Context: an optimization exercise on an open-source flow, tuned for small area. The choices shown serve that exercise and are no tape-out recipe. In this exercise RTL edits were held to simulation tests only and were not proved equivalent to the original. Power is estimated from default activity; no workload was simulated.

==> module mb_write_addresser, before the edit <==
module mb_write_addresser (
	input  logic                      internal_ZBT_clock,
	input  logic                      resetn,
	input  logic                      address_reset,
	input  picture_pkg::image_dim_t   image_horizontal,
	input  picture_pkg::picture_type_t picture_type,
	input  logic                      yuv_write_en,
	input  logic [7:0]                yuv_write_data,
	output zbt_pkg::dec_write_t       dec_write
);
	logic [1:0]  word_count;    
	logic [3:0]  slot_count;    
	logic [2:0]  block_count;
	logic [7:0]  mb_column;
	logic [15:0] pos;
	logic        pos_carry;
	logic        step2;         
	logic        step3;         
	logic [7:0]  byte_hh;
	logic [7:0]  byte_hl;
	logic [7:0]  byte_lh;
	logic [7:0]  n;
	logic        word_end;
	logic        row_end;
	logic        block_end;
	logic        luma;
	logic        last_column;
	logic [7:0]  mb_column_inc;
	assign n = image_horizontal[11:4];
	assign word_end = yuv_write_en && (word_count == 2'b11);
	assign row_end = yuv_write_en && !address_reset && (word_count == 2'b11) && slot_count[0];
	assign block_end = (slot_count == 4'hf);
	assign luma = !block_count[2];
	assign mb_column_inc = mb_column + 8'd1;
	assign last_column = (mb_column == n - 8'd1);
	logic add_n, add_2n, sub_8n, sub_16n, add_mx, sub_mx, carry_in;
	logic next2;            
	logic next3;            
	logic row_was_last;     
	assign row_was_last = (mb_column == 8'd0);
	always_comb begin
		add_n = 1'b0;
		add_2n = 1'b0;
		sub_8n = 1'b0;
		sub_16n = 1'b0;
		add_mx = 1'b0;
		sub_mx = 1'b0;
		carry_in = 1'b0;
		next2 = 1'b0;
		next3 = 1'b0;
		if (step3) begin
			if (block_count[2]) begin
				add_mx = 1'b1;
			end else begin
				add_2n = 1'b1;
				carry_in = 1'b1;
			end
		end else if (step2) begin
			case (block_count)
				3'd1, 3'd3: add_n = 1'b1;
				3'd4: begin
					add_n = 1'b1;
					next3 = 1'b1;
				end
				3'd5: add_2n = 1'b1;
				default: begin
					carry_in = 1'b1;
					if (!row_was_last) begin
						sub_16n = 1'b1;
						next3 = 1'b1;
					end
				end
			endcase
		end else if (row_end) begin
			if (!block_end) begin
				add_n = luma;
				add_2n = !luma;
			end else begin
				case (block_count)
					3'd1: add_n = 1'b1;
					3'd0, 3'd2: begin
						sub_8n = 1'b1;
						carry_in = 1'b1;
						next2 = 1'b1;
					end
					3'd3: begin
						sub_16n = 1'b1;
						carry_in = 1'b1;
						next2 = 1'b1;
					end
					3'd4: begin
						sub_16n = 1'b1;
						carry_in = 1'b1;
						next2 = 1'b1;
					end
					default: begin
						carry_in = 1'b1;
						sub_mx = !last_column;
						next2 = 1'b1;
					end
				endcase
			end
		end
	end
	logic [15:0] op;
	assign op = ({16{add_n}} & {8'd0, n})
		| ({16{add_2n}} & {7'd0, n, 1'b0})
		| ({16{sub_8n}} & {5'h1f, ~n, 3'b111})
		| ({16{sub_16n}} & {4'hf, ~n, 4'hf})
		| ({16{add_mx}} & {8'd0, mb_column})
		| ({16{sub_mx}} & {8'hff, ~mb_column});
	logic [15:0] pos_sum;
	logic [15:0] pos_cin;
	logic [15:0] pos_cout;
	assign pos_cin = {pos_cout[14:8], pos_carry, pos_cout[6:0], carry_in};
	assign pos_sum = pos ^ op ^ pos_cin;
	assign pos_cout = (pos & op) | (pos_cin & (pos ^ op));
	always_ff @(posedge internal_ZBT_clock or negedge resetn) begin
		if (!resetn) begin
			word_count <= '0;
		end else if (address_reset) begin
			word_count <= '0;
		end else if (yuv_write_en) begin
			word_count <= word_count + 2'd1;
		end
	end
	always_ff @(posedge internal_ZBT_clock) begin
		if (address_reset) begin
			slot_count <= '0;
			block_count <= '0;
			mb_column <= '0;
			pos <= '0;
			pos_carry <= 1'b0;
			step2 <= 1'b0;
			step3 <= 1'b0;
		end else begin
			if (word_end)
				slot_count <= slot_count + 4'd1;
			if (word_end && block_end) begin
				if (block_count == 3'(6 - 1)) begin
					block_count <= '0;
					mb_column <= last_column ? 8'd0 : mb_column_inc;
				end else begin
					block_count <= block_count + 3'd1;
				end
			end
			pos <= pos_sum;
			pos_carry <= pos_cout[7];
			step2 <= next2;
			step3 <= next3;
		end
	end
	always_ff @(posedge internal_ZBT_clock) begin
		if (yuv_write_en) begin
			byte_hh <= byte_hl;
			byte_hl <= byte_lh;
			byte_lh <= yuv_write_data;
		end
	end
	assign dec_write.address = luma ? {1'b0, pos, block_count[0], slot_count[0]}
		: {1'b1, block_count[0], 1'b0, pos[15:1], slot_count[0]};
	assign dec_write.data = {byte_hh, byte_hl, byte_lh, yuv_write_data};
	assign dec_write.strobe = word_end && (picture_type != picture_pkg::PIC_B);
endmodule
==> flow/config.mk <==
export PLATFORM = sky130hd
export DESIGN_NAME = framestore_manager
export DESIGN_NICKNAME = framestore_manager
export VERILOG_FILES = /design/flow/design.v
export SDC_FILE = /design/flow/constraint.sdc
export NUM_CORES = 4
export LEC_CHECK = 0
export CAP_MARGIN = 20
export CORE_MARGIN = 2
export CORE_UTILIZATION = 45
export SLEW_MARGIN = 20
==> flow/constraint.sdc <==
create_clock -name core_clock -period 7.0 [get_ports {internal_ZBT_clock}]
set_input_delay 1.4000 -clock core_clock [delete_from_list [all_inputs] [get_ports {internal_ZBT_clock}]]
set_output_delay 1.4000 -clock core_clock [all_outputs]
set_load 0.01 [all_outputs]
standard.sh (not shown) runs the stock make flow with config.mk's settings and CLKGATE_MAP_FILE= SYNTH_SCRIPT=/design/flow/synth_recipe.tcl, a recipe that flattens the netlist after the stock synthesis.
==> flow/flow/run.sh <==
#!/bin/bash
# Standard synthesis, then an area-oriented re-mapping of its
# combinational logic (every flip-flop, adder and tie cell of the
# standard synthesis is kept as it is, with its name, and the result is
# proven equivalent to the standard netlist, else that one is used),
# then the standard layout with the port buffers made of the smallest
# buffer and a clock tree of small buffers.
set -euo pipefail
PORTBUF="BUFFER_PORTS_ARGS=-buffer_cell sky130_fd_sc_hd__buf_1"
CTS="CTS_ARGS=-sink_clustering_enable -repair_clock_nets -dont_use_dummy_load -buf_list {sky130_fd_sc_hd__clkbuf_4} -sink_clustering_size 20"
RES=orfs/results/${FLOW_PLATFORM}/framestore_manager/base
LIB=${FLOW_HOME}/platforms/${FLOW_PLATFORM}/lib/sky130_fd_sc_hd__tt_025C_1v80.lib
YOSYS=$(command -v yosys || echo ${FLOW_HOME}/../tools/install/yosys/bin/yosys)
KEEP="sky130_fd_sc_hd__df* sky130_fd_sc_hd__edf* sky130_fd_sc_hd__sdf* sky130_fd_sc_hd__sedf* sky130_fd_sc_hd__fa_* sky130_fd_sc_hd__ha_* sky130_fd_sc_hd__conb_*"

bash standard.sh "$PORTBUF" synth > synth.log 2>&1

DONT_USE=$(sed -n '/^export DONT_USE_CELLS/,/^#/p' ${FLOW_HOME}/platforms/${FLOW_PLATFORM}/config.mk \
	| grep -o 'sky130_fd_sc_hd__[a-z0-9_]*' | sed 's/^/-dont_use /' | tr '\n' ' ')
cp $RES/1_2_yosys.v standard_synth.v
printf 'strash\ndc2\nif -K 6\nmfs2 -W 4\nstrash\ndc2\ndch\namap\n' > remap.abc
cat > remap.ys <<EOY
read_liberty -ignore_miss_func $LIB
read_verilog standard_synth.v
hierarchy -top ${FLOW_TOP}
setattr -mod -set keep_hierarchy 1 $KEEP
flatten
opt -purge
abc -liberty $LIB $DONT_USE -script remap.abc
opt_clean -purge
hilomap -singleton -hicell sky130_fd_sc_hd__conb_1 HI -locell sky130_fd_sc_hd__conb_1 LO
splitnets
opt_clean -purge
tee -o remap_stat.txt stat -liberty $LIB
select ${FLOW_TOP}
write_verilog -noattr -nohex -nodec -selected remapped.v
EOY
cat > equiv.ys <<EOY
read_liberty -ignore_miss_func $LIB
read_verilog standard_synth.v
hierarchy -top ${FLOW_TOP}
flatten
rename ${FLOW_TOP} gold
design -stash gold
read_liberty -ignore_miss_func $LIB
read_verilog remapped.v
hierarchy -top ${FLOW_TOP}
flatten
rename ${FLOW_TOP} gate
design -stash gate
design -copy-from gold gold
design -copy-from gate gate
async2sync
equiv_make gold gate equiv
hierarchy -top equiv
equiv_simple -undef
equiv_induct -undef
equiv_status -assert
EOY
if $YOSYS remap.ys > remap.log 2>&1 && $YOSYS equiv.ys > equiv.log 2>&1; then
	cp remapped.v $RES/1_2_yosys.v
else
	echo "re-mapping not used" >> remap.log
fi

PINS="PLACE_PINS_ARGS=-min_distance 1 -min_distance_in_tracks"
# Layout repairs may only use buffers up to buf_4
PLATFORM_DONT_USE=$(sed -n '/^export DONT_USE_CELLS/,/^#/p' ${FLOW_HOME}/platforms/${FLOW_PLATFORM}/config.mk \
	| grep -o 'sky130_fd_sc_hd__[a-z0-9_]*' | tr '\n' ' ')
BIGBUF="DONT_USE_CELLS=$PLATFORM_DONT_USE sky130_fd_sc_hd__buf_6 sky130_fd_sc_hd__buf_8 sky130_fd_sc_hd__buf_12 sky130_fd_sc_hd__buf_16 sky130_fd_sc_hd__bufbuf_8 sky130_fd_sc_hd__bufbuf_16 sky130_fd_sc_hd__bufinv_8 sky130_fd_sc_hd__bufinv_16"
bash standard.sh "$PORTBUF" "$CTS" "$PINS" "$BIGBUF" finish > standard_flow.log 2>&1
Then changed:
--- a/flow/design.v
+++ b/flow/design.v
@@ -60,5 +60,5 @@
 	assign luma = !block_count[2];
 	assign mb_column_inc = mb_column + 8'd1;
-	assign last_column = (mb_column == n - 8'd1);
+	assign last_column = (mb_column_inc == n);
 	logic add_n, add_2n, sub_8n, sub_16n, add_mx, sub_mx, carry_in;
 	logic next2;            
What happened:
- The changed run ran to the end with no violations
- clock skew goes down by 0.024 ns
- power goes up by 2.1%
- fmax goes up by 1.8%
- sequential share of layout area hardly moves
- utilization goes down by 0.40 points
- hold slack gets better by 0.018 ns
- count of clock-buffer cells in the layout stays the same
- global-route usage goes up by 2.8 points
- routed wire length goes up by 9.3%
- via count goes up by 4.2%
- die area goes up by 1.1%
- worst setup slack gets better by 0.12 ns
- register-to-register slack gets worse by 0.22 ns

re-timing with driven ports:
In the flow no input, the clock included, has a driving cell. The finished layouts below were timed again as built, in two steps. Step 1: set_driving_cell puts a clkbuf_16 on internal_ZBT_clock and a buf_2 on each other input, an assumption about the parent block. Step 2 times the ports against the registers' clock, not the clock port: input delays grow and output delays shrink by t, the midpoint of the rising clock arrivals with the driver on. a / b / c = ideal / step 1 / step 2; a / b = the first two.
run	t, ns	setup WS [ns]	worst setup path at the end	clock arrival spread, ns	cell pins on the clock port's net
the first run	0.409	0.405 / 0.415 / 0.006	input to register	0.055 / 0.054	1
the second run	0.451	0.523 / 0.452 / 0.001	input to register	0.016 / 0.016	1
After both steps setup and hold are still met in every run listed. The setup slack of the second run, which loses most, moves by -0.071 ns with the drivers and by -0.522 ns with both steps.
